This is an optimization exercise on Yosys and OpenROAD, whose aim is small area, a short achievable clock period and few clock cycles per item, not a production implementation.
No functional check of the RTL was part of any run shown here.
No activity file was given, so power comes from the tool's default toggle rates.

### design/flow/flow/run.sh
#!/bin/bash
# Own layout flow: the standard flow (standard.sh: the standard synthesis
# and ORFS steps, unchanged) with one ORFS setting passed through the
# environment: BUFFER_PORTS_ARGS makes every port buffer a
# sky130_fd_sc_hd__buf_1 cell instead of the default delay buffer
# (clkdlybuf4s50_1), which is larger and slower. Every input and output port
# is still buffered; the clock period and constraints are the standard flow's.
# The make/ORFS output goes to standard_flow.log; each ORFS step keeps its own
# log under orfs/logs/.
set -euo pipefail
export BUFFER_PORTS_ARGS="-buffer_cell sky130_fd_sc_hd__buf_1"
bash standard.sh > standard_flow.log 2>&1
### design/flow/standard.sh
#!/bin/bash
# synth_recipe.tcl (not shown) runs the flow's synth.tcl, then flattens the netlist and writes it again
# the make line also repeats each setting of config.mk as NAME=value (left out here)
make -C /OpenROAD-flow-scripts/flow DESIGN_CONFIG=/design/flow/config.mk WORK_HOME=/design/flow/orfs CLKGATE_MAP_FILE= SYNTH_SCRIPT=/design/flow/synth_recipe.tcl "${@:-finish}"
### design/flow/config.mk
export PLATFORM = sky130hd
export DESIGN_NAME = incubator_setpoint_and_alarm_supervisor
export DESIGN_NICKNAME = incubator_setpoint_and_alarm_supervisor
export VERILOG_FILES = /design/flow/design.v
export SDC_FILE = /design/flow/constraint.sdc
export NUM_CORES = 4
export LEC_CHECK = 0
export CAP_MARGIN = 20
export CORE_MARGIN = 2
export CORE_UTILIZATION = 60
export SETUP_SLACK_MARGIN = 4.6
export SLEW_MARGIN = 20
### design/flow/constraint.sdc
create_clock -name core_clock -period 8.0 [get_ports {clk}]
set_input_delay 1.6000 -clock core_clock [delete_from_list [all_inputs] [get_ports {clk}]]
set_output_delay 1.6000 -clock core_clock [all_outputs]
set_load 0.01 [all_outputs]
### design/flow/design.v
package isas_pkg;
  localparam int TEMP_W   = 12;
  localparam int HOST_W   = 15;
  localparam int SECS_W   = 32;
  localparam int MS_W     = 11;
  localparam int TICKMS_W = 10;
  localparam int BAND_W   = 9;
  localparam int CNT16_W  = 16;
  localparam int ERR_W    = 12;
  localparam int BEST_W   = 14;
  localparam int ALU_W    = 33;
  localparam int APB_AW   = 5;
  localparam int APB_DW   = 32;
  localparam logic [1:0] MODE_IDLE  = 2'd0;
  localparam logic [1:0] MODE_RUN   = 2'd1;
  localparam logic [1:0] MODE_SET   = 2'd2;
  localparam logic [1:0] MODE_ALARM = 2'd3;
  localparam logic [1:0] OP_TICK      = 2'd0;
  localparam logic [1:0] OP_KEY       = 2'd1;
  localparam logic [1:0] OP_HOST_SET  = 2'd2;
  localparam logic [1:0] OP_HOST_STOP = 2'd3;
  localparam logic [1:0] REPLY_NONE   = 2'd0;
  localparam logic [1:0] REPLY_ACCEPT = 2'd1;
  localparam logic [1:0] REPLY_RANGE  = 2'd2;
  localparam logic [3:0] KEY_DIGIT_MAX = 4'd9;
  localparam logic [3:0] KEY_STAR      = 4'd10;
  localparam logic [3:0] KEY_HASH      = 4'd11;
  localparam logic [2:0] CFG_IDX_BAND    = 3'd0;
  localparam logic [2:0] CFG_IDX_MIN     = 3'd1;
  localparam logic [2:0] CFG_IDX_MAX     = 3'd2;
  localparam logic [2:0] CFG_IDX_DEFAULT = 3'd3;
  localparam logic [2:0] CFG_IDX_STARTUP = 3'd4;
  localparam logic [2:0] CFG_IDX_STUCK   = 3'd5;
  localparam logic [2:0] CFG_IDX_TICKMS  = 3'd6;
  localparam logic [MS_W-1:0] MS_PER_SEC = 11'd1000;
  localparam logic [BAND_W-1:0]   BAND_RST    = 9'd20;
  localparam logic [TEMP_W-1:0]   MIN_RST     = 12'd200;
  localparam logic [TEMP_W-1:0]   MAX_RST     = 12'd600;
  localparam logic [TEMP_W-1:0]   DEFAULT_RST = 12'd370;
  localparam logic [CNT16_W-1:0]  STARTUP_RST = 16'd3000;
  localparam logic [CNT16_W-1:0]  STUCK_RST   = 16'd300;
  localparam logic [TICKMS_W-1:0] TICKMS_RST  = 10'd200;
  typedef logic signed [TEMP_W-1:0] temp_t;
  typedef struct packed {
    logic [BAND_W-1:0]   alarm_band;
    temp_t               min_target;
    temp_t               max_target;
    temp_t               default_target;
    logic [CNT16_W-1:0]  startup_ticks;
    logic [CNT16_W-1:0]  stuck_ticks;
    logic [TICKMS_W-1:0] tick_ms;
    logic                load_default;
  } cfg_regs_t;
  typedef struct packed {
    logic             sub;
    logic [ALU_W-1:0] a;
    logic [ALU_W-1:0] b;
  } alu_req_t;
  typedef struct packed {
    logic [ALU_W-1:0] sum;
    logic             neg;
  } alu_rsp_t;
endpackage
import isas_pkg::*;
module isas_cfg (
  input  logic              clk,
  input  logic              rst_n,
  input  logic              psel,
  input  logic              penable,
  input  logic              pwrite,
  input  logic [isas_pkg::APB_AW-1:0] paddr,
  input  logic [isas_pkg::APB_DW-1:0] pwdata,
  output logic [isas_pkg::APB_DW-1:0] prdata,
  output logic              pready,
  output isas_pkg::cfg_regs_t         cfg
);
  logic [BAND_W-1:0]   band_r;
  logic [TEMP_W-1:0]   min_r;
  logic [TEMP_W-1:0]   max_r;
  logic [TEMP_W-1:0]   default_r;
  logic [CNT16_W-1:0]  startup_r;
  logic [CNT16_W-1:0]  stuck_r;
  logic [TICKMS_W-1:0] tickms_r;
  logic                wr;
  logic                load_r;
  logic [2:0]          idx;
  assign pready = 1'b1;
  assign wr     = psel && penable && pwrite;
  assign idx    = paddr[4:2];
  always_ff @(posedge clk) begin
    load_r <= rst_n && wr && (idx == CFG_IDX_DEFAULT);
  end
  always_ff @(posedge clk) begin
    if (!rst_n) begin
      band_r    <= BAND_RST;
      min_r     <= MIN_RST;
      max_r     <= MAX_RST;
      default_r <= DEFAULT_RST;
      startup_r <= STARTUP_RST;
      stuck_r   <= STUCK_RST;
      tickms_r  <= TICKMS_RST;
    end else if (wr) begin
      unique case (idx)
        CFG_IDX_BAND:    band_r    <= pwdata[BAND_W-1:0];
        CFG_IDX_MIN:     min_r     <= pwdata[TEMP_W-1:0];
        CFG_IDX_MAX:     max_r     <= pwdata[TEMP_W-1:0];
        CFG_IDX_DEFAULT: default_r <= pwdata[TEMP_W-1:0];
        CFG_IDX_STARTUP: startup_r <= pwdata[CNT16_W-1:0];
        CFG_IDX_STUCK:   stuck_r   <= pwdata[CNT16_W-1:0];
        CFG_IDX_TICKMS:  tickms_r  <= pwdata[TICKMS_W-1:0];
        default: ;
      endcase
    end
  end
  logic [CNT16_W-1:0] rd_sel;
  logic [CNT16_W-1:0] rdata_r;
  always_comb begin
    rd_sel = '0;
    unique case (idx)
      CFG_IDX_BAND:    rd_sel = CNT16_W'(band_r);
      CFG_IDX_MIN:     rd_sel = CNT16_W'(min_r);
      CFG_IDX_MAX:     rd_sel = CNT16_W'(max_r);
      CFG_IDX_DEFAULT: rd_sel = CNT16_W'(default_r);
      CFG_IDX_STARTUP: rd_sel = startup_r;
      CFG_IDX_STUCK:   rd_sel = stuck_r;
      CFG_IDX_TICKMS:  rd_sel = CNT16_W'(tickms_r);
      default:         rd_sel = '0;
    endcase
  end
  always_ff @(posedge clk) begin
    rdata_r <= rd_sel;
  end
  assign prdata = APB_DW'(rdata_r);
  assign cfg.alarm_band     = band_r;
  assign cfg.min_target     = min_r;
  assign cfg.max_target     = max_r;
  assign cfg.default_target = default_r;
  assign cfg.startup_ticks  = startup_r;
  assign cfg.stuck_ticks    = stuck_r;
  assign cfg.tick_ms        = tickms_r;
  assign cfg.load_default   = load_r;
endmodule
import isas_pkg::*;
module incubator_setpoint_and_alarm_supervisor #(
  parameter int MAX_DIGITS = 4
) (
  input  logic              clk,
  input  logic              rst_n,
  input  logic              in_valid,
  output logic              in_ready,
  input  logic [1:0]        in_opcode,
  input  logic [isas_pkg::TEMP_W-1:0] in_measured_temp,
  input  logic [3:0]        in_key_code,
  input  logic [isas_pkg::HOST_W-1:0] in_host_target,
  output logic              out_valid,
  input  logic              out_ready,
  output logic [1:0]        out_mode,
  output logic              out_buzzer_on,
  output logic [isas_pkg::TEMP_W-1:0] out_target_temp,
  output logic [isas_pkg::SECS_W-1:0] out_run_seconds,
  output logic              out_control_active,
  output logic              out_controller_reset,
  output logic              out_drive_stop,
  output logic [1:0]        out_host_reply,
  input  logic              cfg_psel,
  input  logic              cfg_penable,
  input  logic              cfg_pwrite,
  input  logic [isas_pkg::APB_AW-1:0] cfg_paddr,
  input  logic [isas_pkg::APB_DW-1:0] cfg_pwdata,
  output logic [isas_pkg::APB_DW-1:0] cfg_prdata,
  output logic              cfg_pready
);
  localparam int BST_W = 12;    
  isas_pkg::cfg_regs_t cfg;
  logic              s1_v;
  logic [1:0]        s1_op;
  logic [TEMP_W-1:0] s1_data;
  logic              s1_ok;
  logic              h_ok;
  logic [TEMP_W-1:0] t_eff;
  logic [TEMP_W:0]   i_d;        
  logic              s1_dsign;   
  logic              s1_prep;
  logic              s1_kh, s1_ks, s1_kd;   
  logic              need_prep;
  logic [HOST_W-1:0] rng_val;
  logic              in_fire;
  logic              adv;
  logic              s1_free;
  logic              s1_load;
  logic              sk_v;
  logic [1:0]        sk_op;
  logic [HOST_W-1:0] sk_data;
  logic              sk_kh, sk_ks, sk_kd;
  logic [1:0]        w_op;
  logic [HOST_W-1:0] w_data;
  logic [TEMP_W-1:0] w_temp;
  logic [HOST_W-1:0] w_host, in_data;
  logic              w_kh, w_ks, w_kd;
  logic [1:0]          mode_r,   mode_nxt;
  logic [TEMP_W-1:0]   target_r, target_nxt;
  logic [2:0]          count_r,  count_nxt;
  logic [13:0]         kv_r,     kv_nxt;
  logic [3:0]          div_step_r;
  logic [3:0]          div_rem_r;
  logic                div_start;
  logic                busy;
  logic [CNT16_W-1:0]  blank_r,  blank_nxt;
  logic [BST_W-1:0]    best_r,   best_nxt;
  logic [CNT16_W-1:0]  nogain_r, nogain_nxt;
  logic                buzzer_r, buzzer_nxt;
  logic [9:0]          millis_r, millis_nxt;
  logic [SECS_W-1:0]   secs_r,   secs_nxt;
  logic                active_r, active_nxt;
  logic                pid_r,    pid_nxt;
  logic                stop_r,   stop_nxt;
  logic [1:0]          reply_r,  reply_nxt;
  logic                out_valid_r;
  isas_cfg u_cfg (
    .clk     (clk),
    .rst_n   (rst_n),
    .psel    (cfg_psel),
    .penable (cfg_penable),
    .pwrite  (cfg_pwrite),
    .paddr   (cfg_paddr),
    .pwdata  (cfg_pwdata),
    .prdata  (cfg_prdata),
    .pready  (cfg_pready),
    .cfg     (cfg)
  );
  assign busy      = (div_step_r != 4'd0);
  assign need_prep = s1_v && s1_kh && !s1_prep && (mode_r == MODE_SET);
  assign adv       = s1_v && !busy && !need_prep && (!out_valid_r || out_ready);
  assign s1_free   = !s1_v || adv;
  assign in_ready  = !sk_v;
  assign in_fire   = in_valid && !sk_v;
  assign s1_load   = s1_free && (sk_v || in_valid);
  assign w_op   = sk_v ? sk_op   : in_opcode;
  assign in_data = (in_opcode == OP_TICK) ? HOST_W'($signed(in_measured_temp)) :
                   (in_opcode == OP_KEY)  ? HOST_W'(in_key_code) : in_host_target;
  assign w_data  = sk_v ? sk_data : in_data;
  assign w_host  = sk_v ? sk_data : in_host_target;
  assign w_temp  = sk_v ? sk_data[TEMP_W-1:0] : in_measured_temp;
  assign w_kh   = sk_v ? sk_kh : (in_opcode == OP_KEY) && (in_key_code == KEY_HASH);
  assign w_ks   = sk_v ? sk_ks : (in_opcode == OP_KEY) && (in_key_code == KEY_STAR);
  assign w_kd   = sk_v ? sk_kd : (in_opcode == OP_KEY) && (in_key_code <= KEY_DIGIT_MAX);
  assign rng_val = need_prep ? HOST_W'(kval) : w_host;
  assign h_ok = ($signed(rng_val) >= $signed(cfg.min_target)) &&
                ($signed(rng_val) <= $signed(cfg.max_target));
  assign t_eff = (s1_v && s1_ok) ? s1_data : target_r;
  assign i_d = {w_temp[TEMP_W-1], w_temp} - {t_eff[TEMP_W-1], t_eff};
  always_ff @(posedge clk) begin
    if (!rst_n) begin
      s1_v <= 1'b0;
      sk_v <= 1'b0;
    end else begin
      if (s1_load) begin
        s1_v <= 1'b1;
      end else if (adv) begin
        s1_v <= 1'b0;
      end
      if (sk_v) begin
        if (s1_free) begin
          sk_v <= 1'b0;
        end
      end else if (in_valid && !s1_free) begin
        sk_v <= 1'b1;
      end
    end
  end
  always_ff @(posedge clk) begin
    if (!sk_v) begin
      sk_op   <= in_opcode;
      sk_data <= in_data;
      sk_kh   <= w_kh;
      sk_ks   <= w_ks;
      sk_kd   <= w_kd;
    end
  end
  always_ff @(posedge clk) begin
    if (need_prep && !busy) begin
      s1_prep <= 1'b1;
      s1_ok   <= h_ok && (count_r != 3'd0);
      s1_data <= kval[TEMP_W-1:0];
    end else if (s1_load) begin
      s1_op   <= w_op;
      s1_ok   <= h_ok && (w_op == OP_HOST_SET);
      s1_prep <= 1'b0;
      s1_kh   <= w_kh;
      s1_ks   <= w_ks;
      s1_kd   <= w_kd;
      s1_dsign <= i_d[TEMP_W];
      if (w_op == OP_TICK) begin
        s1_data <= i_d[TEMP_W-1:0];
      end else begin
        s1_data <= w_data[TEMP_W-1:0];
      end
    end
  end
  logic              run_like;
  logic [TEMP_W-1:0] err;
  logic              blanking;
  logic              in_band;
  logic              better;
  logic              stuck_inc;
  logic [16:0]       nogain_p1;
  logic [10:0]       ms_sum;
  logic              ms_c1, ms_c2;
  logic [10:0]       ms_new;
  logic [11:0]       ms_s1, ms_s2;
  logic [SECS_W-1:1] secs_hi_p1;
  logic              secs_cy;
  logic [SECS_W-1:0] secs_tick;
  logic [3:0]        key;
  logic [13:0]       kval;
  logic [13:0]       kv_x10;
  logic [9:0]        kv10;      
  assign run_like = (mode_r == MODE_RUN) || (mode_r == MODE_ALARM);
  assign err = s1_dsign ? TEMP_W'(-$signed({s1_dsign, s1_data})) : s1_data;
  assign blanking  = blank_r < cfg.startup_ticks;
  assign in_band   = err <= BST_W'(cfg.alarm_band);
  assign better    = (best_r == '0) || (err < best_r);
  assign nogain_p1 = {1'b0, nogain_r} + 17'd1;
  assign stuck_inc = nogain_p1 >= {1'b0, cfg.stuck_ticks};
  assign ms_sum = {1'b0, millis_r} + {1'b0, cfg.tick_ms};
  assign ms_s1  = {2'b0, millis_r} + {2'b0, cfg.tick_ms} - 12'd1000;
  assign ms_s2  = {2'b0, millis_r} + {2'b0, cfg.tick_ms} - 12'd2000;
  assign ms_c1  = !ms_s1[11];
  assign ms_c2  = !ms_s2[11];
  assign ms_new = ms_c2 ? ms_s2[10:0] : ms_c1 ? ms_s1[10:0] : ms_sum;
  assign secs_hi_p1 = secs_r[SECS_W-1:1] + 31'd1;
  assign secs_cy    = ms_c2 || (ms_c1 && secs_r[0]);
  assign secs_tick  = {secs_cy ? secs_hi_p1 : secs_r[SECS_W-1:1], secs_r[0] ^ (ms_c1 && !ms_c2)};
  assign key = s1_data[3:0];
  assign kv_x10 = (14'(kv_r[9:0]) << 3) + (14'(kv_r[9:0]) << 1) + 14'(key);
  assign kv10   = (10'(kv_r[6:0]) << 3) + (10'(kv_r[6:0]) << 1);
  assign kval   = (count_r < 3'd3) ? 14'(kv10) : kv_r;
  always_comb begin
    mode_nxt   = mode_r;
    target_nxt = target_r;
    count_nxt  = count_r;
    kv_nxt     = kv_r;
    div_start  = 1'b0;
    blank_nxt  = blank_r;
    best_nxt   = best_r;
    nogain_nxt = nogain_r;
    buzzer_nxt = buzzer_r;
    millis_nxt = millis_r;
    secs_nxt   = secs_r;
    active_nxt = 1'b0;
    pid_nxt    = 1'b0;
    stop_nxt   = 1'b0;
    reply_nxt  = REPLY_NONE;
    unique case (s1_op)
      OP_TICK: begin
        if (!run_like) begin
          buzzer_nxt = 1'b0;
        end else begin
          active_nxt = 1'b1;
          if (blanking) begin
            buzzer_nxt = 1'b0;
            blank_nxt  = blank_r + 16'd1;
          end else if (in_band) begin
            buzzer_nxt = 1'b0;
            nogain_nxt = '0;
            best_nxt   = '0;
            mode_nxt   = MODE_RUN;
          end else if (better) begin
            best_nxt   = err;
            nogain_nxt = '0;
            if (cfg.stuck_ticks == '0) begin
              mode_nxt   = MODE_ALARM;
              buzzer_nxt = 1'b1;
            end
          end else begin
            if (!nogain_p1[16]) begin
              nogain_nxt = nogain_p1[15:0];
            end
            if (stuck_inc) begin
              mode_nxt   = MODE_ALARM;
              buzzer_nxt = 1'b1;
            end
          end
          millis_nxt = ms_new[9:0];
          secs_nxt   = secs_tick;
        end
      end
      OP_KEY: begin
        if (s1_ks) begin
          if (mode_r == MODE_SET) begin
            if (count_r != 3'd0) begin
              count_nxt = count_r - 3'd1;
              div_start = 1'b1;
            end
          end else begin
            mode_nxt  = MODE_SET;
            count_nxt = 3'd0;
            kv_nxt    = '0;
          end
        end else if (s1_kh) begin
          secs_nxt   = '0;
          millis_nxt = '0;
          if (mode_r == MODE_RUN) begin
            mode_nxt = MODE_IDLE;
            stop_nxt = 1'b1;
          end else begin
            if (mode_r == MODE_SET) begin
              if (s1_ok) begin
                target_nxt = s1_data;
              end
              count_nxt = 3'd0;
              pid_nxt   = 1'b1;
            end
            mode_nxt   = MODE_RUN;
            blank_nxt  = '0;
            best_nxt   = '0;
            nogain_nxt = '0;
            buzzer_nxt = 1'b0;
          end
        end else if (mode_r == MODE_SET && s1_kd &&
                     count_r < 3'(MAX_DIGITS)) begin
          kv_nxt    = kv_x10;
          count_nxt = count_r + 3'd1;
        end
      end
      OP_HOST_SET: begin
        if (s1_ok) begin
          target_nxt = s1_data;
          pid_nxt    = 1'b1;
          reply_nxt  = REPLY_ACCEPT;
          if (mode_r != MODE_RUN) begin
            mode_nxt = MODE_RUN;
            secs_nxt = '0;
          end
        end else begin
          reply_nxt = REPLY_RANGE;
        end
      end
      default: begin
        mode_nxt   = MODE_IDLE;
        stop_nxt   = 1'b1;
        secs_nxt   = '0;
        millis_nxt = '0;
        reply_nxt  = REPLY_ACCEPT;
      end
    endcase
  end
  always_ff @(posedge clk) begin
    if (!rst_n) begin
      mode_r      <= MODE_IDLE;
      target_r    <= DEFAULT_RST;
      blank_r     <= '0;
      best_r      <= '0;
      nogain_r    <= '0;
      buzzer_r    <= 1'b0;
      millis_r    <= '0;
      secs_r      <= '0;
      out_valid_r <= 1'b0;
    end else begin
      if (adv) begin
        mode_r      <= mode_nxt;
        blank_r     <= blank_nxt;
        best_r      <= best_nxt;
        nogain_r    <= nogain_nxt;
        buzzer_r    <= buzzer_nxt;
        millis_r    <= millis_nxt;
        secs_r      <= secs_nxt;
      end
      if (cfg.load_default) begin
        target_r <= cfg.default_target;   
      end else if (adv) begin
        target_r <= target_nxt;
      end
      if (adv) begin
        out_valid_r <= 1'b1;
      end else if (out_ready) begin
        out_valid_r <= 1'b0;
      end
    end
  end
  logic [4:0] div_r5;
  logic       div_q;
  assign div_r5 = {div_rem_r, kv_r[13]};
  assign div_q  = (div_r5 >= 5'd10);
  always_ff @(posedge clk) begin
    if (!rst_n) begin
      div_step_r <= 4'd0;
    end else if (adv && div_start) begin
      div_step_r <= 4'd14;
    end else if (busy) begin
      div_step_r <= div_step_r - 4'd1;
    end
  end
  always_ff @(posedge clk) begin
    if (adv) begin
      div_rem_r <= 4'd0;
    end else if (busy) begin
      div_rem_r <= div_q ? 4'(div_r5 - 5'd10) : div_r5[3:0];
    end
    if (adv) begin
      kv_r <= kv_nxt;
    end else if (busy) begin
      kv_r <= {kv_r[12:0], div_q};
    end
  end
  always_ff @(posedge clk) begin
    if (adv) begin
      count_r  <= count_nxt;
      active_r <= active_nxt;
      pid_r    <= pid_nxt;
      stop_r   <= stop_nxt;
      reply_r  <= reply_nxt;
    end
  end
  assign out_valid            = out_valid_r;
  assign out_mode             = mode_r;
  assign out_buzzer_on        = buzzer_r;
  assign out_target_temp      = target_r;
  assign out_run_seconds      = secs_r;
  assign out_control_active   = active_r;
  assign out_controller_reset = pid_r;
  assign out_drive_stop       = stop_r;
  assign out_host_reply       = reply_r;
endmodule
==> PnR_summary.wiki, run 1 <==
{| class="wikitable"
! Metric !! Value
|-
| Result of the run || finished clean
|-
| Vert. Die Dim || 175 um
|-
| Maximum clock insertion buffer count || 3
|-
| Syn Inst Count || 2113
|-
| Buffers and inverters on the worst path || 2
|-
| Final setup skew || 0.0140 ns
|-
| Vias || 16200
|-
| Wire length of the first global-routing pass || 80400 um
|-
| DRT Wirelength || 52200 um
|-
| Setup repair after global routing missed its margin || yes
|-
| Signal arrival time at the worst endpoint || 4.24 ns
|-
| Post-synth ARST share || 0%
|-
| Final setup violation count || 0
|-
| Library cell used as clock root buffer || sky130_fd_sc_hd__clkbuf_16
|-
| LEAKAGE || 8.05 nW
|-
| Top-level I/O count || 164
|-
| Flip-flop and latch count after synthesis || 278
|-
| Number of buffers created by CTS || 30
|-
| Count of cell types in the netlist || 97
|-
| Number of iterations in the first detailed-routing pass || 5
|-
| Share of cells above drive strength 1 || 14.7%
|-
| Area of the mapped netlist || 17500 um^2
|-
| Worst hold-check path type || reg2reg
|-
| Seq/Total Area, Yosys || 34.4%
|-
| Number of max-capacitance violations reported || 0
|-
| X dimension of the die || 175 um
|-
| Initial Util || 61.0%
|-
| Cells along the critical path || or3_4 -> or3b_4 -> nand2_4 -> xnor2_4 -> ha_4 -> a21o_1 -> a2111oi_4 -> o21ai_1 -> a221o_2 -> o211ai_4 -> buf_12 -> o221a_4 -> buf_12 -> nor2_2 -> a31o_2
|-
| Final GP Congestion || 0.923
|-
| Maximum fanout along the worst path || 6
|-
| Clock network latency to the later pin of the worst-skew pair || 0.56 ns
|-
| Power per Cell Area || 177 nW/um^2
|-
| Std-Cell Rows || 62
|-
| Total clock sinks || 278
|-
| Aggregate global-route resource usage || 32.7%
|-
| Clock H-tree levels || 1
|-
| Synthesis warning total || 2
|-
| Standard cell with the maximum stage delay on the critical path || sky130_fd_sc_hd__or3_4
|-
| Max stage delay on crit path || 0.44 ns
|-
| FMAX || 0.264 GHz
|-
| Worst-Margin Slew || 1.30 ns
|-
| Final #Nets || 2487
|-
| Post-route fraction of the period consumed by the critical path || 47.3%
|-
| Detail-routed via count per cell || 6.05
|-
| Final number of max-transition violations || 0
|-
| Area of all placed cells without fillers || 20800 um^2
|-
| Core ar. || 28800 um^2
|-
| Clock-pin transition on the worst setup and hold timing paths || 0.06 ns
|-
| Hold buffer count at CTS || 0
|-
| Count of input and output buffers || 128
|-
| Post-synthesis to final-layout area growth || 18.5%
|-
| Worst max-slew margin expressed relative to the limit || 12.8%
|-
| Global route overflow || 0
|-
| Util after Layout || 72.3%
|-
| Maximum number of pins on one net before global-route repair || 88
|-
| # fillers || 2243
|-
| Startpoint class of the critical path || register
|-
| Ys flop type || sky130_fd_sc_hd__dfxtp_1
|-
| Final TNS setup || 0 ns
|-
| Clock tree from TritonCTS || built
|-
| Required time of the worst setup path || 8.45 ns
|-
| Number of antenna repair diodes || 0
|-
| Kind of end point of the critical path || register
|-
| Most common cell type on the critical path || sky130_fd_sc_hd__buf_12
|-
| Via count of the first global-routing pass || 15000
|-
| Kind of cell adding the most delay to the critical path || compound AO/OA/AOI/OAI gates
|-
| Maximum vdd ir drop || 0.137 mV
|-
| Synthesized area per cell || 8.30 um^2
|-
| Number of enable flip-flop cells after synthesis || 47
|-
| Starting DRC count in detailed routing || 1343
|-
| Half-perimeter wire length of the detailed placement result || 36200 um
|-
| Avg WL per Cell || 19.6 um
|-
| Commonest cells after routing, fill and taps aside || 318 x sky130_fd_sc_hd__nand2_1, 226 x sky130_fd_sc_hd__dfxtp_1, 145 x sky130_fd_sc_hd__nor2_1
|-
| Overall power of the completed layout || 3.68 mW
|-
| Number of antenna violations at the first check in global routing || 1
|-
| Placed instance area || 18300 um^2
|-
| Number of failing hold endpoints at the final stage || 0
|-
| Antenna violation net count after detailed routing || 0
|-
| Most common cell after layout, fill and taps aside || sky130_fd_sc_hd__nand2_1
|-
| DRC errors left || 0
|-
| Final worst path period need || 3.79 ns
|-
| Overall die area || 30600 um^2
|-
| Setup CP Type || reg2reg
|}
layer usage:
layer  up-vias  track usage (%)  wire length [um]
met5         -                0                 0
li1       7723                -                 -
met4         0             11.9              2010
met1      7673             46.1             22900
met2       640             51.4             23500
met3       130             4.20              3860
repair_timing:
item,CTS,global route
endpoints found under the setup margin,92,113
gates resized for setup,58,95
pin swaps,35,65
setup buffers,36,30
cloned,5,5
worst reg2reg max path, cell delays in order (launching register included):
cell	delay, ns
sky130_fd_sc_hd__edfxtp_1	0.42
sky130_fd_sc_hd__or3_4	0.44
sky130_fd_sc_hd__or3b_4	0.42
sky130_fd_sc_hd__nand2_4	0.11
sky130_fd_sc_hd__xnor2_4	0.13
sky130_fd_sc_hd__ha_4	0.23
sky130_fd_sc_hd__a21o_1	0.19
sky130_fd_sc_hd__a2111oi_4	0.29
sky130_fd_sc_hd__o21ai_1	0.11
sky130_fd_sc_hd__a221o_2	0.42
sky130_fd_sc_hd__o211ai_4	0.11
sky130_fd_sc_hd__buf_12	0.14
sky130_fd_sc_hd__o221a_4	0.28
sky130_fd_sc_hd__buf_12	0.15
sky130_fd_sc_hd__nor2_2	0.04
sky130_fd_sc_hd__a31o_2	0.21
per-stage QoR:
stage / hold slack (ns) / setup slack, ns / instances
floorplan: 0.423 / 4.33 / 2128
global placement: 0.442 / 3.48 / 2539
detailed placement: 0.447 / 3.43 / 2539
CTS: 0.456 / 4.26 / 2635
global route: 0.481 / 4.06 / 2670
finish: 0.460 / 4.21 / 2670
kinds of logic after synthesis:
kind of cell | share of synthesized area, %
and+or+nand+nor | 21.4
adders and majority gates | 10.8
buffers and inverters | 6.19
other | 0.0428
xor gates and xnor gates | 4.19
DFF | 34.4
muxes | 5.16
AOI/OAI and AO/OA | 17.7
sequential cells by signal, summed over array words and instances, names as in the netlist, 3 cells and up:
register and flops:
best_r 12, count_r 3, blank_r 16, u_cfg.stuck_r 16, u_cfg.startup_r 16, u_cfg.band_r 9
u_cfg.min_r 12, u_cfg.max_r 12, div_step_r 4, millis_r 10, nogain_r 16, div_rem_r 4
kv_r 14, u_cfg.rdata_r 16, secs_r 32, s1_data 12, target_r 12, u_cfg.tickms_r 10
u_cfg.default_r 12, sk_data 15
cells in the mapped netlist, types with 5 or more instances:
library cell                instances  area, um^2
sky130_fd_sc_hd__nor4_2            19         238
sky130_fd_sc_hd__buf_4             18         135
sky130_fd_sc_hd__nor2_2            11        68.8
sky130_fd_sc_hd__edfxtp_1          47        1410
sky130_fd_sc_hd__or2_2             10        62.6
sky130_fd_sc_hd__and2_1             7        43.8
sky130_fd_sc_hd__nand2b_1          25         156
sky130_fd_sc_hd__or3_1             11        68.8
sky130_fd_sc_hd__o21a_1            13        97.6
sky130_fd_sc_hd__nand3_1           58         290
sky130_fd_sc_hd__a21oi_1          152         761
sky130_fd_sc_hd__mux2i_1           77         771
sky130_fd_sc_hd__o22ai_1            5        31.3
sky130_fd_sc_hd__xnor2_1           62         543
sky130_fd_sc_hd__nor2b_1           26         163
sky130_fd_sc_hd__nor4_1            13        81.3
sky130_fd_sc_hd__a21boi_0          12        90.1
sky130_fd_sc_hd__a31o_2             5        43.8
sky130_fd_sc_hd__a22oi_1            8        60.1
sky130_fd_sc_hd__nor3_1            34         170
sky130_fd_sc_hd__nor2_1           152         571
sky130_fd_sc_hd__a22o_1             6        52.6
sky130_fd_sc_hd__dfxtp_1          231        4620
sky130_fd_sc_hd__ha_1             139        1740
sky130_fd_sc_hd__a21o_1            32         240
sky130_fd_sc_hd__buf_1             15        56.3
sky130_fd_sc_hd__nand4_1           24         150
sky130_fd_sc_hd__nor4b_2            6        90.1
sky130_fd_sc_hd__and4_1             5        43.8
sky130_fd_sc_hd__nand2_1          326        1220
sky130_fd_sc_hd__a2111oi_0          9        78.8
sky130_fd_sc_hd__a31oi_1            8        50.1
sky130_fd_sc_hd__and3_1            18         113
sky130_fd_sc_hd__mux2_2             6        67.6
sky130_fd_sc_hd__fa_1               8         160
sky130_fd_sc_hd__a211oi_1          14         105
sky130_fd_sc_hd__a32oi_1            6        52.6
sky130_fd_sc_hd__inv_1            143         537
sky130_fd_sc_hd__clkbuf_1          73         274
sky130_fd_sc_hd__xor2_1            22         193
sky130_fd_sc_hd__o21ai_0          127         636
sky130_fd_sc_hd__o211ai_1          27         203
sky130_fd_sc_hd__o31ai_1           11        82.6
area by class of cell:
| cell class | instances | area, um^2 | share of cell area [%] |
|---|---|---|---|
| Tap cell | 384 | 480 | 2.31 |
| Timing Repair Buffer | 209 | 1200 | 5.78 |
| Inverter | 148 | 569 | 2.74 |
| Sequential cell | 278 | 6040 | 29.1 |
| Multi-Input combinational cell | 1596 | 11500 | 55.2 |
| Clock inverter | 13 | 166 | 0.800 |
| Clock buffer | 42 | 857 | 4.12 |
path summary, 6_finish.rpt:
check | cells after the start | from | slack, ns | endpoint
setup reg to reg | 15 | s1_data[4] | 4.21 | nogain_r[12]
hold reg to reg | 2 | u_cfg.min_r[1] | 0.46 | u_cfg.min_r[1]
hold / removal | 2 | u_cfg.min_r[1] | 0.46 | u_cfg.min_r[1]
setup / recovery | 15 | s1_data[4] | 4.21 | nogain_r[12]
report_power, final:
part	total, mW	internal (mW)	switching (mW)
clock	1.46	0.872	0.589
sequential	1.51	1.47	0.0403
combinational	0.710	0.282	0.429
==> inputs of run 2 (changes only) <==
--- a/design/flow/design.v
+++ b/design/flow/design.v
@@ -174,5 +174,5 @@
   isas_pkg::cfg_regs_t cfg;
   logic              s1_v;
-  logic [1:0]        s1_op;
+  logic              s1_tk, s1_ky, s1_hs;   
   logic [TEMP_W-1:0] s1_data;
   logic              s1_ok;
@@ -284,5 +284,7 @@
       s1_data <= kval[TEMP_W-1:0];
     end else if (s1_load) begin
-      s1_op   <= w_op;
+      s1_tk   <= (w_op == OP_TICK);
+      s1_ky   <= (w_op == OP_KEY);
+      s1_hs   <= (w_op == OP_HOST_SET);
       s1_ok   <= h_ok && (w_op == OP_HOST_SET);
       s1_prep <= 1'b0;
@@ -352,6 +354,5 @@
     stop_nxt   = 1'b0;
     reply_nxt  = REPLY_NONE;
-    unique case (s1_op)
-      OP_TICK: begin
+    if (s1_tk) begin
         if (!run_like) begin
           buzzer_nxt = 1'b0;
@@ -385,6 +386,5 @@
           secs_nxt   = secs_tick;
         end
-      end
-      OP_KEY: begin
+    end else if (s1_ky) begin
         if (s1_ks) begin
           if (mode_r == MODE_SET) begin
@@ -423,6 +423,5 @@
           count_nxt = count_r + 3'd1;
         end
-      end
-      OP_HOST_SET: begin
+    end else if (s1_hs) begin
         if (s1_ok) begin
           target_nxt = s1_data;
@@ -436,6 +435,5 @@
           reply_nxt = REPLY_RANGE;
         end
-      end
-      default: begin
+    end else begin
         mode_nxt   = MODE_IDLE;
         stop_nxt   = 1'b1;
@@ -443,6 +441,5 @@
         millis_nxt = '0;
         reply_nxt  = REPLY_ACCEPT;
-      end
-    endcase
+    end
   end
   always_ff @(posedge clk) begin
==> run 2 against run 1 <==
  * Final cell count increased by 0.75%
  * First-iteration DRC count increased by 15%
  * Register-to-register slack improved by 0.26 ns
  * Setup slack improved by 0.26 ns
  * Via count increased by 3.4%
  * Non-clock buffer count increased by 8
  * Die area increased by 1.0%
  * Critical path type unchanged
  * Critical endpoint is now s1_ok
==> PnR_summary.wiki, run 2 <==
{| class="wikitable"
! Metric !! Value
|-
| Result of the run || finished clean
|-
| Half-perimeter wire length of the detailed placement result || 37100 um
|-
| Setup CP Type || reg2reg
|-
| Final GP Congestion || 1.00
|-
| Count of input and output buffers || 128
|-
| Area share of the leading cell type in the synthesized netlist || 26.1%
|-
| Final setup violation count || 0
|-
| Most numerous cell in the Yosys netlist || sky130_fd_sc_hd__nand2_1
|-
| Worst hold-check path type || reg2reg
|-
| Buffers and inverters on the worst path || 1
|-
| Number of flip-flops under the largest register name || 32
|-
| Synthesized area per cell || 8.30 um^2
|-
| Share of cells above drive strength 1 || 13.1%
|-
| # fillers || 2272
|-
| Commonest cells after routing, fill and taps aside || 323 x sky130_fd_sc_hd__nand2_1, 225 x sky130_fd_sc_hd__dfxtp_1, 138 x sky130_fd_sc_hd__inv_1
|-
| Final #Nets || 2501
|-
| Detail-routed via count per cell || 6.21
|-
| Total clock sinks || 279
|-
| Top-level I/O count || 164
|-
| Post-synth ARST share || 0%
|-
| Syn Inst Count || 2136
|-
| Final setup skew || 0.0101 ns
|-
| Avg WL per Cell || 20.0 um
|-
| Leading cell types by count after synthesis || 330 x sky130_fd_sc_hd__nand2_1, 231 x sky130_fd_sc_hd__dfxtp_1, 144 x sky130_fd_sc_hd__inv_1
|-
| Post-route fraction of the period consumed by the critical path || 44.1%
|-
| Yosys top cell by area || sky130_fd_sc_hd__dfxtp_1
|-
| Power per Cell Area || 227 nW/um^2
|-
| Std-Cell Rows || 62
|-
| Largest Register || secs_r
|-
| Synth top area cells || sky130_fd_sc_hd__dfxtp_1 26%, sky130_fd_sc_hd__ha_1 9.5%, sky130_fd_sc_hd__edfxtp_1 8.1%
|-
| Maximum vdd ir drop || 0.348 mV
|-
| Maximum number of pins on one net before global-route repair || 98
|-
| Worst-Margin Slew || 1.18 ns
|-
| Hold buffer count at CTS || 0
|-
| X dimension of the die || 176 um
|-
| FMAX || 0.283 GHz
|-
| Final worst path period need || 3.53 ns
|-
| Core ar. || 28900 um^2
|-
| Util after Layout || 71.9%
|-
| Via count of the first global-routing pass || 15500
|-
| Ys flop type || sky130_fd_sc_hd__dfxtp_1
|-
| Kind of cell adding the most delay to the critical path || compound AO/OA/AOI/OAI gates
|-
| DRT Wirelength || 53900 um
|-
| Signal arrival time at the worst endpoint || 3.91 ns
|-
| Final number of max-transition violations || 0
|-
| Setup repair after global routing missed its margin || yes
|-
| Overall die area || 30900 um^2
|-
| Standard cell with the maximum stage delay on the critical path || sky130_fd_sc_hd__edfxtp_1
|-
| LEAKAGE || 8.34 nW
|-
| Post-synthesis to final-layout area growth || 17.1%
|-
| Number of antenna repair diodes || 0
|-
| Maximum clock insertion buffer count || 3
|-
| Vias || 16700
|-
| Seq/Total Area, Yosys || 34.2%
|-
| Number of max-capacitance violations reported || 0
|-
| Number of iterations in the first detailed-routing pass || 6
|-
| Clock tree from TritonCTS || built
|-
| Vert. Die Dim || 176 um
|-
| Overall power of the completed layout || 4.72 mW
|-
| Global route overflow || 0
|-
| Register-to-register path setup slack || 4.47 ns
|-
| Cells along the critical path || buf_6 -> fa_2 -> nand3_2 -> nand2_2 -> and2_4 -> o21ai_2 -> xnor2_1 -> o21ai_2 -> a21o_1 -> ha_4 -> a21o_1 -> a21o_1 -> a21oi_2 -> o21ai_2 -> nor2_1 -> a21oi_2 -> nor4_4
|-
| Aggregate global-route resource usage || 33.2%
|-
| DRC errors left || 0
|-
| Wire length of the first global-routing pass || 82800 um
|-
| Flip-flop and latch count after synthesis || 279
|-
| Count of cell types in the netlist || 86
|-
| Worst max-slew margin expressed relative to the limit || 21.0%
|-
| Clock network latency to the later pin of the worst-skew pair || 0.57 ns
|-
| Number of antenna violations at the first check in global routing || 0
|-
| Most common cell after layout, fill and taps aside || sky130_fd_sc_hd__nand2_1
|-
| Final TNS setup || 0 ns
|-
| Required time of the worst setup path || 8.38 ns
|-
| Startpoint class of the critical path || register
|-
| Kind of end point of the critical path || register
|-
| Library cell used as clock root buffer || sky130_fd_sc_hd__clkbuf_16
|-
| Clock H-tree levels || 1
|-
| Maximum fanout along the worst path || 4
|-
| Max stage delay on crit path || 0.49 ns
|-
| Clock-pin transition on the worst setup and hold timing paths || 0.06 ns
|-
| Area of the mapped netlist || 17700 um^2
|-
| Number of failing hold endpoints at the final stage || 0
|-
| Initial Util || 61.4%
|-
| Starting DRC count in detailed routing || 1542
|-
| Hold_ws || 0.439 ns
|-
| Number of enable flip-flop cells after synthesis || 48
|-
| Antenna violation net count after detailed routing || 0
|-
| Synthesis warning total || 2
|-
| Number of buffers created by CTS || 31
|}
run 2: cell count changes after synthesis, moves of 9 or more:
cell                       previous run  this run
sky130_fd_sc_hd__or4_1                1        27
sky130_fd_sc_hd__a21boi_0            12        79
sky130_fd_sc_hd__nor2_1             152        99
sky130_fd_sc_hd__mux2i_1             77        68
sky130_fd_sc_hd__clkbuf_1            73        94
sky130_fd_sc_hd__xor2_1              22        12
sky130_fd_sc_hd__o211ai_1            27        61
sky130_fd_sc_hd__a21oi_1            152       102
sky130_fd_sc_hd__xnor2_1             62        47
sky130_fd_sc_hd__nor4_2              19         1
sky130_fd_sc_hd__nor2_2              11         0
sky130_fd_sc_hd__nand4_1             24        56
run 2: worst paths after layout:
check,startpoint,endpoint,cells after the start
setup / recovery,kv_r[3],s1_ok,17
hold / removal,s1_prep,s1_prep,2
setup reg to reg,kv_r[3],s1_ok,17
hold reg to reg,s1_prep,s1_prep,2
run 2: tightest hold or removal path: cells and delay by family, from the launching register on:
family           cells  cell delay [ns]
DFF                  1             0.31
and+or+nand+nor      2             0.09
run 2: logic make-up after synthesis:
kind of cell,count (synthesis),synth area share [%]
buf+inv,273,6.25
simple gates,751,20.5
other cells,2,0.0424
fa+ha+maj,143,10.4
compound gates,548,20.6
xor+xnor,61,3.10
flops,279,34.2
mux,79,4.86
run 2: report_power, final:
group          internal [mW]  leakage (nW)  switching (mW)
clock                  0.776         0.480           0.605
sequential              1.57          2.35           0.109
combinational          0.700          5.50           0.964
total                   3.04          8.34            1.68
run 2: area by class of cell:
class / instances / area (um^2) / share of cell area [%]
Multi-Input combinational cell: 1606 / 11500 / 55.2
Clock inverter: 13 / 67.6 / 0.326
Timing Repair Buffer: 217 / 1210 / 5.82
Inverter: 146 / 562 / 2.71
Clock buffer: 45 / 900 / 4.33
Tap cell: 384 / 480 / 2.32
Sequential cell: 279 / 6080 / 29.3
run 2: timing repair:
action	CTS	global route
resized for setup	71	104
gates cloned	5	2
buffers inserted	36	35
endpoints found under the hold margin	0	0
endpoints found under the setup margin	73	104
pin swaps	29	68
run 2: per-stage QoR:
stage                     instance area, um^2  cells  setup slack (ns)
after floorplan                         17800   2151              4.41
after global placement                  18400   2554              3.61
after detailed placement                18400   2554              3.59
after CTS                               20000   2653              4.35
after global routing                    20800   2690              4.35
final                                   20800   2690              4.47
run 2: per-layer routing:
layer	vias up	GRT usage, %	part of all wire [%]
li1	7936	-	-
met1	8018	45.8	43
met2	652	55.2	47
met3	105	3.57	6.9
met4	0	9.68	2.6
met5	-	0	0
==> inputs of run 3 (changes only) <==
--- a/design/flow/design.v
+++ b/design/flow/design.v
@@ -91,26 +91,27 @@
     load_r <= rst_n && wr && (idx == CFG_IDX_DEFAULT);
   end
-  always_ff @(posedge clk) begin
-    if (!rst_n) begin
-      band_r    <= BAND_RST;
-      min_r     <= MIN_RST;
-      max_r     <= MAX_RST;
-      default_r <= DEFAULT_RST;
-      startup_r <= STARTUP_RST;
-      stuck_r   <= STUCK_RST;
-      tickms_r  <= TICKMS_RST;
-    end else if (wr) begin
-      unique case (idx)
-        CFG_IDX_BAND:    band_r    <= pwdata[BAND_W-1:0];
-        CFG_IDX_MIN:     min_r     <= pwdata[TEMP_W-1:0];
-        CFG_IDX_MAX:     max_r     <= pwdata[TEMP_W-1:0];
-        CFG_IDX_DEFAULT: default_r <= pwdata[TEMP_W-1:0];
-        CFG_IDX_STARTUP: startup_r <= pwdata[CNT16_W-1:0];
-        CFG_IDX_STUCK:   stuck_r   <= pwdata[CNT16_W-1:0];
-        CFG_IDX_TICKMS:  tickms_r  <= pwdata[TICKMS_W-1:0];
-        default: ;
-      endcase
+  logic [CNT16_W-1:0] wd0, wd1;
+  logic [7:0]         en;
+  assign wd0 = pwdata[CNT16_W-1:0] & {CNT16_W{rst_n}};
+  assign wd1 = pwdata[CNT16_W-1:0] | {CNT16_W{!rst_n}};
+  always_comb begin
+    for (int i = 0; i < 8; i++) begin
+      en[i] = !rst_n || (wr && (idx == 3'(i)));
     end
   end
+  function automatic logic [CNT16_W-1:0] rv(input logic [CNT16_W-1:0] rst_val);
+    for (int b = 0; b < CNT16_W; b++) begin
+      rv[b] = rst_val[b] ? wd1[b] : wd0[b];
+    end
+  endfunction
+  always_ff @(posedge clk) begin
+    if (en[CFG_IDX_BAND])    band_r    <= BAND_W'(rv(CNT16_W'(BAND_RST)));
+    if (en[CFG_IDX_MIN])     min_r     <= TEMP_W'(rv(CNT16_W'(MIN_RST)));
+    if (en[CFG_IDX_MAX])     max_r     <= TEMP_W'(rv(CNT16_W'(MAX_RST)));
+    if (en[CFG_IDX_DEFAULT]) default_r <= TEMP_W'(rv(CNT16_W'(DEFAULT_RST)));
+    if (en[CFG_IDX_STARTUP]) startup_r <= rv(STARTUP_RST);
+    if (en[CFG_IDX_STUCK])   stuck_r   <= rv(STUCK_RST);
+    if (en[CFG_IDX_TICKMS])  tickms_r  <= TICKMS_W'(rv(CNT16_W'(TICKMS_RST)));
+  end
   logic [CNT16_W-1:0] rd_sel;
   logic [CNT16_W-1:0] rdata_r;
@@ -181,21 +182,14 @@
   logic [TEMP_W:0]   i_d;        
   logic              s1_dsign;   
-  logic              s1_prep;
+  logic              s1_prep;    
+  logic              s1_pre1;    
+  logic              prep_now;   
+  logic              prep_x10;   
   logic              s1_kh, s1_ks, s1_kd;   
   logic              need_prep;
   logic [HOST_W-1:0] rng_val;
   logic              in_fire;
+  logic              rdy_x_r, rdy_y_r;
   logic              adv;
-  logic              s1_free;
-  logic              s1_load;
-  logic              sk_v;
-  logic [1:0]        sk_op;
-  logic [HOST_W-1:0] sk_data;
-  logic              sk_kh, sk_ks, sk_kd;
-  logic [1:0]        w_op;
-  logic [HOST_W-1:0] w_data;
-  logic [TEMP_W-1:0] w_temp;
-  logic [HOST_W-1:0] w_host, in_data;
-  logic              w_kh, w_ks, w_kd;
   logic [1:0]          mode_r,   mode_nxt;
   logic [TEMP_W-1:0]   target_r, target_nxt;
@@ -232,69 +226,66 @@
   assign need_prep = s1_v && s1_kh && !s1_prep && (mode_r == MODE_SET);
   assign adv       = s1_v && !busy && !need_prep && (!out_valid_r || out_ready);
-  assign s1_free   = !s1_v || adv;
-  assign in_ready  = !sk_v;
-  assign in_fire   = in_valid && !sk_v;
-  assign s1_load   = s1_free && (sk_v || in_valid);
-  assign w_op   = sk_v ? sk_op   : in_opcode;
-  assign in_data = (in_opcode == OP_TICK) ? HOST_W'($signed(in_measured_temp)) :
-                   (in_opcode == OP_KEY)  ? HOST_W'(in_key_code) : in_host_target;
-  assign w_data  = sk_v ? sk_data : in_data;
-  assign w_host  = sk_v ? sk_data : in_host_target;
-  assign w_temp  = sk_v ? sk_data[TEMP_W-1:0] : in_measured_temp;
-  assign w_kh   = sk_v ? sk_kh : (in_opcode == OP_KEY) && (in_key_code == KEY_HASH);
-  assign w_ks   = sk_v ? sk_ks : (in_opcode == OP_KEY) && (in_key_code == KEY_STAR);
-  assign w_kd   = sk_v ? sk_kd : (in_opcode == OP_KEY) && (in_key_code <= KEY_DIGIT_MAX);
-  assign rng_val = need_prep ? HOST_W'(kval) : w_host;
+  assign in_ready  = rdy_x_r || (rdy_y_r && out_ready);
+  assign in_fire   = in_valid && in_ready;
+  logic       s1_v_d, out_valid_d, s1_kh_d, s1_prep_d, busy_d, need_prep_d, rdy_b_d;
+  logic       set_next, set_d;
+  assign s1_v_d      = rst_n && (in_fire || (s1_v && !adv));
+  assign out_valid_d = rst_n && (adv || (out_valid_r && !out_ready));
+  assign s1_kh_d     = in_fire ? ((in_opcode == OP_KEY) && (in_key_code == KEY_HASH)) : s1_kh;
+  assign s1_prep_d   = prep_now || (s1_prep && !in_fire);
+  assign busy_d      = rst_n && ((adv && div_start) || (div_step_r > 4'd1));
+  assign set_next    = s1_ks || ((mode_r == MODE_SET) &&
+                                 (s1_tk || (s1_ky && !s1_kh) || (s1_hs && !s1_ok)));
+  assign set_d       = rst_n && (adv ? set_next : (mode_r == MODE_SET));
+  assign need_prep_d = s1_v_d && s1_kh_d && !s1_prep_d && set_d;
+  assign rdy_b_d     = !busy_d && !need_prep_d;
+  always_ff @(posedge clk) begin
+    rdy_x_r <= !s1_v_d || (rdy_b_d && !out_valid_d);
+    rdy_y_r <= rdy_b_d;
+  end
+  assign prep_x10 = need_prep && !busy && !s1_pre1 && (count_r == 3'd1 || count_r == 3'd2);
+  assign prep_now = need_prep && !busy && !prep_x10;
+  assign rng_val  = !need_prep ? in_host_target :
+                    s1_pre1    ? HOST_W'(s1_data) : HOST_W'(kv_r);
   assign h_ok = ($signed(rng_val) >= $signed(cfg.min_target)) &&
                 ($signed(rng_val) <= $signed(cfg.max_target));
   assign t_eff = (s1_v && s1_ok) ? s1_data : target_r;
-  assign i_d = {w_temp[TEMP_W-1], w_temp} - {t_eff[TEMP_W-1], t_eff};
+  assign i_d   = {in_measured_temp[TEMP_W-1], in_measured_temp} - {t_eff[TEMP_W-1], t_eff};
   always_ff @(posedge clk) begin
     if (!rst_n) begin
       s1_v <= 1'b0;
-      sk_v <= 1'b0;
-    end else begin
-      if (s1_load) begin
-        s1_v <= 1'b1;
-      end else if (adv) begin
-        s1_v <= 1'b0;
-      end
-      if (sk_v) begin
-        if (s1_free) begin
-          sk_v <= 1'b0;
-        end
-      end else if (in_valid && !s1_free) begin
-        sk_v <= 1'b1;
-      end
-    end
-  end
-  always_ff @(posedge clk) begin
-    if (!sk_v) begin
-      sk_op   <= in_opcode;
-      sk_data <= in_data;
-      sk_kh   <= w_kh;
-      sk_ks   <= w_ks;
-      sk_kd   <= w_kd;
+    end else if (in_fire) begin
+      s1_v <= 1'b1;
+    end else if (adv) begin
+      s1_v <= 1'b0;
     end
   end
   always_ff @(posedge clk) begin
-    if (need_prep && !busy) begin
+    if (prep_x10) begin
+      s1_pre1 <= 1'b1;
+      s1_data <= TEMP_W'(kv10);
+    end else if (prep_now) begin
       s1_prep <= 1'b1;
       s1_ok   <= h_ok && (count_r != 3'd0);
-      s1_data <= kval[TEMP_W-1:0];
-    end else if (s1_load) begin
-      s1_tk   <= (w_op == OP_TICK);
-      s1_ky   <= (w_op == OP_KEY);
-      s1_hs   <= (w_op == OP_HOST_SET);
-      s1_ok   <= h_ok && (w_op == OP_HOST_SET);
-      s1_prep <= 1'b0;
-      s1_kh   <= w_kh;
-      s1_ks   <= w_ks;
-      s1_kd   <= w_kd;
+      if (!s1_pre1) begin
+        s1_data <= kv_r[TEMP_W-1:0];
+      end
+    end else if (in_fire) begin
+      s1_tk   <= (in_opcode == OP_TICK);
+      s1_ky   <= (in_opcode == OP_KEY);
+      s1_hs   <= (in_opcode == OP_HOST_SET);
       s1_dsign <= i_d[TEMP_W];
-      if (w_op == OP_TICK) begin
+      s1_ok   <= h_ok && (in_opcode == OP_HOST_SET);
+      s1_prep <= 1'b0;
+      s1_pre1 <= 1'b0;
+      s1_kh   <= (in_opcode == OP_KEY) && (in_key_code == KEY_HASH);
+      s1_ks   <= (in_opcode == OP_KEY) && (in_key_code == KEY_STAR);
+      s1_kd   <= (in_opcode == OP_KEY) && (in_key_code <= KEY_DIGIT_MAX);
+      if (in_opcode == OP_TICK) begin
         s1_data <= i_d[TEMP_W-1:0];
+      end else if (in_opcode[1]) begin
+        s1_data <= in_host_target[TEMP_W-1:0];
       end else begin
-        s1_data <= w_data[TEMP_W-1:0];
+        s1_data <= {8'd0, in_key_code};
       end
     end
@@ -315,5 +306,4 @@
   logic [SECS_W-1:0] secs_tick;
   logic [3:0]        key;
-  logic [13:0]       kval;
   logic [13:0]       kv_x10;
   logic [9:0]        kv10;      
@@ -337,5 +327,4 @@
   assign kv_x10 = (14'(kv_r[9:0]) << 3) + (14'(kv_r[9:0]) << 1) + 14'(key);
   assign kv10   = (10'(kv_r[6:0]) << 3) + (10'(kv_r[6:0]) << 1);
-  assign kval   = (count_r < 3'd3) ? 14'(kv10) : kv_r;
   always_comb begin
     mode_nxt   = mode_r;
@@ -355,90 +344,90 @@
     reply_nxt  = REPLY_NONE;
     if (s1_tk) begin
-        if (!run_like) begin
+      if (!run_like) begin
+        buzzer_nxt = 1'b0;
+      end else begin
+        active_nxt = 1'b1;
+        if (blanking) begin
+          buzzer_nxt = 1'b0;
+          blank_nxt  = blank_r + 16'd1;
+        end else if (in_band) begin
           buzzer_nxt = 1'b0;
+          nogain_nxt = '0;
+          best_nxt   = '0;
+          mode_nxt   = MODE_RUN;
+        end else if (better) begin
+          best_nxt   = err;
+          nogain_nxt = '0;
+          if (cfg.stuck_ticks == '0) begin
+            mode_nxt   = MODE_ALARM;
+            buzzer_nxt = 1'b1;
+          end
         end else begin
-          active_nxt = 1'b1;
-          if (blanking) begin
-            buzzer_nxt = 1'b0;
-            blank_nxt  = blank_r + 16'd1;
-          end else if (in_band) begin
-            buzzer_nxt = 1'b0;
-            nogain_nxt = '0;
-            best_nxt   = '0;
-            mode_nxt   = MODE_RUN;
-          end else if (better) begin
-            best_nxt   = err;
-            nogain_nxt = '0;
-            if (cfg.stuck_ticks == '0) begin
-              mode_nxt   = MODE_ALARM;
-              buzzer_nxt = 1'b1;
-            end
-          end else begin
-            if (!nogain_p1[16]) begin
-              nogain_nxt = nogain_p1[15:0];
-            end
-            if (stuck_inc) begin
-              mode_nxt   = MODE_ALARM;
-              buzzer_nxt = 1'b1;
-            end
+          if (!nogain_p1[16]) begin
+            nogain_nxt = nogain_p1[15:0];
+          end
+          if (stuck_inc) begin
+            mode_nxt   = MODE_ALARM;
+            buzzer_nxt = 1'b1;
           end
-          millis_nxt = ms_new[9:0];
-          secs_nxt   = secs_tick;
         end
+        millis_nxt = ms_new[9:0];
+        secs_nxt   = secs_tick;
+      end
     end else if (s1_ky) begin
-        if (s1_ks) begin
+      if (s1_ks) begin
+        if (mode_r == MODE_SET) begin
+          if (count_r != 3'd0) begin
+            count_nxt = count_r - 3'd1;
+            div_start = 1'b1;
+          end
+        end else begin
+          mode_nxt  = MODE_SET;
+          count_nxt = 3'd0;
+          kv_nxt    = '0;
+        end
+      end else if (s1_kh) begin
+        secs_nxt   = '0;
+        millis_nxt = '0;
+        if (mode_r == MODE_RUN) begin
+          mode_nxt = MODE_IDLE;
+          stop_nxt = 1'b1;
+        end else begin
           if (mode_r == MODE_SET) begin
-            if (count_r != 3'd0) begin
-              count_nxt = count_r - 3'd1;
-              div_start = 1'b1;
+            if (s1_ok) begin
+              target_nxt = s1_data;
             end
-          end else begin
-            mode_nxt  = MODE_SET;
             count_nxt = 3'd0;
-            kv_nxt    = '0;
-          end
-        end else if (s1_kh) begin
-          secs_nxt   = '0;
-          millis_nxt = '0;
-          if (mode_r == MODE_RUN) begin
-            mode_nxt = MODE_IDLE;
-            stop_nxt = 1'b1;
-          end else begin
-            if (mode_r == MODE_SET) begin
-              if (s1_ok) begin
-                target_nxt = s1_data;
-              end
-              count_nxt = 3'd0;
-              pid_nxt   = 1'b1;
-            end
-            mode_nxt   = MODE_RUN;
-            blank_nxt  = '0;
-            best_nxt   = '0;
-            nogain_nxt = '0;
-            buzzer_nxt = 1'b0;
+            pid_nxt   = 1'b1;
           end
-        end else if (mode_r == MODE_SET && s1_kd &&
-                     count_r < 3'(MAX_DIGITS)) begin
-          kv_nxt    = kv_x10;
-          count_nxt = count_r + 3'd1;
+          mode_nxt   = MODE_RUN;
+          blank_nxt  = '0;
+          best_nxt   = '0;
+          nogain_nxt = '0;
+          buzzer_nxt = 1'b0;
         end
+      end else if (mode_r == MODE_SET && s1_kd &&
+                   count_r < 3'(MAX_DIGITS)) begin
+        kv_nxt    = kv_x10;
+        count_nxt = count_r + 3'd1;
+      end
     end else if (s1_hs) begin
-        if (s1_ok) begin
-          target_nxt = s1_data;
-          pid_nxt    = 1'b1;
-          reply_nxt  = REPLY_ACCEPT;
-          if (mode_r != MODE_RUN) begin
-            mode_nxt = MODE_RUN;
-            secs_nxt = '0;
-          end
-        end else begin
-          reply_nxt = REPLY_RANGE;
+      if (s1_ok) begin
+        target_nxt = s1_data;
+        pid_nxt    = 1'b1;
+        reply_nxt  = REPLY_ACCEPT;
+        if (mode_r != MODE_RUN) begin
+          mode_nxt = MODE_RUN;
+          secs_nxt = '0;
         end
+      end else begin
+        reply_nxt = REPLY_RANGE;
+      end
     end else begin
-        mode_nxt   = MODE_IDLE;
-        stop_nxt   = 1'b1;
-        secs_nxt   = '0;
-        millis_nxt = '0;
-        reply_nxt  = REPLY_ACCEPT;
+      mode_nxt   = MODE_IDLE;
+      stop_nxt   = 1'b1;
+      secs_nxt   = '0;
+      millis_nxt = '0;
+      reply_nxt  = REPLY_ACCEPT;
     end
   end
--- a/design/flow/config.mk
+++ b/design/flow/config.mk
@@ -9,4 +9,4 @@
 export CORE_MARGIN = 2
 export CORE_UTILIZATION = 60
-export SETUP_SLACK_MARGIN = 4.6
+export SETUP_SLACK_MARGIN = 4.9
 export SLEW_MARGIN = 20
==> run 3 against run 2 <==
  * Still clean on timing, DRC and antenna
  * Clock power is essentially flat
  * Final cell count decreased by 9.9%
  * Maximum frequency is 14% lower
  * Clock skew is 0.010 ns higher
  * Area after synthesis fell by 6.1%
  * Non-clock buffer count increased by 25
  * Critical endpoint is now mode_r[1]
==> PnR_summary.wiki, run 3 <==
{| class="wikitable"
! Metric !! Value
|-
| Setup repair after global routing missed its margin || yes
|-
| Clock-pin transition on the worst setup and hold timing paths || 0.06 ns
|-
| Synthesized area per cell || 9.06 um^2
|-
| Half-perimeter wire length of the detailed placement result || 33800 um
|-
| Via count of the first global-routing pass || 14300
|-
| Area of the mapped netlist || 16600 um^2
|-
| Avg WL per Cell || 21.0 um
|-
| Maximum clock insertion buffer count || 3
|-
| Cell count of the worst reg-to-reg path || 14
|-
| Footprint of the multi-input gates || 10500 um^2
|-
| Post-route fraction of the period consumed by the critical path || 51.2%
|-
| Footprint of the flip-flops and latches || 6510 um^2
|-
| Number of failing hold endpoints at the final stage || 0
|-
| Mux contribution to synthesized area || 4.61%
|-
| Syn Inst Count || 1838
|-
| Ys flop type || sky130_fd_sc_hd__dfxtp_1
|-
| Commonest cells after routing, fill and taps aside || 154 x sky130_fd_sc_hd__nand2_1, 131 x sky130_fd_sc_hd__dfxtp_1, 128 x sky130_fd_sc_hd__edfxtp_1
|-
| Number of cells on the worst hold path || 2
|-
| Seq/Total Area, Yosys || 39.1%
|-
| Clock network latency to the later pin of the worst-skew pair || 0.56 ns
|-
| Library cell used as clock root buffer || sky130_fd_sc_hd__clkbuf_16
|-
| Area share of the leading cell type in the synthesized netlist || 23.1%
|-
| Hold buffer count at CTS || 0
|-
| Overall die area || 29100 um^2
|-
| Result of the run || finished clean
|-
| Worst max-slew margin expressed relative to the limit || 27.1%
|-
| Xor-xnor portion of the synthesized cell area || 2.84%
|-
| Vias || 15400
|-
| Clock tree from TritonCTS || built
|-
| Starting DRC count in detailed routing || 1618
|-
| Hold_ws || 0.484 ns
|-
| Largest family of logic cells by synthesized area || simple AND/OR/NAND/NOR gates
|-
| Number of antenna violations at the first check in global routing || 1
|-
| Antenna violation net count after detailed routing || 0
|-
| Synth Area in Compound Gates || 17.5%
|-
| Post-synthesis to final-layout area growth || 23.3%
|-
| Startpoint class of the critical path || register
|-
| Max stage delay on crit path || 0.56 ns
|-
| Register-to-register path setup slack || 3.91 ns
|-
| Yosys top cell by area || sky130_fd_sc_hd__edfxtp_1
|-
| Share of cells above drive strength 1 || 18.3%
|-
| Post-synth ARST share || 0%
|-
| Standard cell with the maximum stage delay on the critical path || sky130_fd_sc_hd__or4_4
|-
| Number of iterations in the first detailed-routing pass || 6
|-
| Fraction of the mapped netlist area in adder cells || 11.3%
|-
| Top-level I/O count || 164
|-
| Final GP Congestion || 0.919
|-
| Synth top area cells || sky130_fd_sc_hd__edfxtp_1 23%, sky130_fd_sc_hd__dfxtp_1 16%, sky130_fd_sc_hd__ha_1 10%
|-
| Final setup violation count || 0
|-
| Worst-Margin Slew || 1.09 ns
|-
| Largest Register || secs_r
|-
| X dimension of the die || 171 um
|-
| Number of flip-flops under the largest register name || 32
|-
| Global route overflow || 0
|-
| Number of max-capacitance violations reported || 0
|-
| LEAKAGE || 8.22 nW
|-
| Worst hold-check path type || reg2reg
|-
| Kind of end point of the critical path || register
|-
| Synthesis warning total || 2
|-
| Pre-CTS setup slack || 3.70 ns
|-
| Clock H-tree levels || 1
|-
| Most numerous cell in the Yosys netlist || sky130_fd_sc_hd__nand2_1
|-
| DRC errors left || 0
|-
| Final worst path period need || 4.09 ns
|-
| Signal arrival time at the worst endpoint || 4.55 ns
|-
| Placed instance area || 17700 um^2
|-
| Required time of the worst setup path || 8.46 ns
|-
| Detail-routed via count per cell || 6.33
|-
| Maximum fanout along the worst path || 4
|-
| Power per Cell Area || 176 nW/um^2
|-
| Leading cell types by count after synthesis || 160 x sky130_fd_sc_hd__nand2_1, 137 x sky130_fd_sc_hd__ha_1, 133 x sky130_fd_sc_hd__dfxtp_1
|-
| Total clock sinks || 261
|-
| Core ar. || 27100 um^2
|-
| Std-Cell Rows || 60
|-
| Area of all placed cells without fillers || 20500 um^2
|-
| # fillers || 1885
|-
| Setup CP Type || reg2reg
|-
| Final TNS setup || 0 ns
|-
| DRT Wirelength || 50800 um
|-
| Maximum vdd ir drop || 0.202 mV
|-
| Cells along the critical path || or4_4 -> or3_4 -> or2_4 -> o31a_1 -> xor2_2 -> ha_1 -> a2111o_1 -> nor2_1 -> a311oi_2 -> nand2_2 -> buf_4 -> mux2i_4 -> o21bai_1 -> a221oi_2
|-
| Wire length of the first global-routing pass || 77900 um
|-
| Simple-Gate Fraction of Synth Area || 19.0%
|-
| Maximum number of pins on one net before global-route repair || 52
|-
| FMAX || 0.244 GHz
|-
| Vert. Die Dim || 171 um
|-
| Count of input and output buffers || 128
|-
| Aggregate global-route resource usage || 34.1%
|-
| Final setup skew || 0.0201 ns
|-
| Final number of max-transition violations || 0
|-
| Setup slack of the critical path after layout || 3.91 ns
|-
| Initial Util || 61.4%
|-
| Number of antenna repair diodes || 0
|-
| Most common cell after layout, fill and taps aside || sky130_fd_sc_hd__nand2_1
|-
| Count of cell types in the netlist || 87
|-
| Final #Nets || 2252
|-
| Number of buffers created by CTS || 29
|-
| Number of enable flip-flop cells after synthesis || 128
|-
| Flip-flop and latch count after synthesis || 261
|}
[run 3: path summary, 6_finish.rpt]
check	start	end
setup / recovery	s1_data[6]	mode_r[1]
hold / removal	best_r[5]	best_r[5]
setup reg to reg	s1_data[6]	mode_r[1]
hold reg to reg	best_r[5]	best_r[5]
[run 3: cells by family after synthesis]
| family | count (synthesis) |
|---|---|
| multiplexers | 67 |
| flip-flops | 261 |
| AO/OA/AOI/OAI | 448 |
| buffers and inverters | 232 |
| AND/OR/NAND/NOR | 629 |
| other | 2 |
| XOR/XNOR | 54 |
| adder cells (fa/ha/maj) | 145 |
[run 3: final cells by class]
type                       count  share of cell area [%]
clock buffer                  37                    3.88
tap                          372                    2.27
clock inverter                17                   0.762
timing repair buffer         242                    7.86
inverter                     129                    2.44
sequential                   261                    31.7
multi-input combinational   1367                    51.1
[run 3: where the power goes]
part / switching, mW / internal (mW) / total [mW]
Combinational: 0.410 / 0.291 / 0.701
Sequential: 0.0736 / 1.48 / 1.55
Clock: 0.579 / 0.772 / 1.35
[run 3: stage by stage]
stage                     utilization, %  std cells  total power [mW]
after floorplan                        -       1853              1.96
after global placement              65.2       2262              2.10
after detailed placement            65.2       2262              2.12
after CTS                           73.7       2395              3.55
after global routing                75.7       2425              3.73
final                               75.7       2425              3.60
[run 3: critical path, delay by kind of cell, from the launching register on]
| kind | cells | cell delay, ns |
|---|---|---|
| AND/OR/NAND/NOR | 5 | 1.47 |
| XOR/XNOR | 1 | 0.16 |
| adder cells (fa/ha/maj) | 1 | 0.32 |
| AO/OA/AOI/OAI | 5 | 1.18 |
| flip-flops | 1 | 0.45 |
| multiplexers | 1 | 0.28 |
| buffers and inverters | 1 | 0.15 |
[run 3: repair_timing]
action | in CTS | in global routing
setup endpoints to repair | 209 | 104
cloned | 8 | 1
buffers inserted | 71 | 29
pin swaps | 114 | 54
resized for setup | 140 | 72
[run 3: per-layer routing]
layer / routed length, um / global-route usage [%] / part of all wire [%] / vias to the layer above
met3: 4850 / 5.69 / 9.5 / 124
met5: 18 / 0 / 0.035 / -
li1: - / - / - / 7070
met1: 20800 / 46.9 / 41 / 7384
met4: 1640 / 10.9 / 3.2 / 2
met2: 23500 / 55.2 / 46 / 772

## re-timing with driven ports
In the flow no input, the clock included, has a driving cell. The finished layouts below were timed again as built, in two steps.
Step 1 sets driving cells, clkbuf_16 on the clock port and buf_2 on the other inputs (assumed; they add their load-dependent delay and slew).
Step 2 adds t to the input delays and takes it off the output delays; t is the mean of the earliest and latest rising clock arrival at the registers after step 1. Input paths then give back, and output paths get back, about the clock's delay inside the block.
Three values: ideal ports, drivers, drivers and shift; two values: the first two.
| run | t, ns | slack for setup (ns) | worst setup path after step 2 | worst register clock-pin slew, ns |
|---|---|---|---|---|
| run 1 | 0.611 | 4.214 / 4.214 / 3.711 | input to register | 0.07 / 0.07 |
| run 2 | 0.619 | 4.472 / 4.472 / 3.921 | input to register | 0.06 / 0.06 |
| run 3 | 0.603 | 3.905 / 3.905 / 3.905 | register to register | 0.07 / 0.07 |
After both steps every run listed still meets setup and hold. For run 2, which loses most, drivers alone change the setup slack by 0.000 ns; drivers and shift together by -0.551 ns.
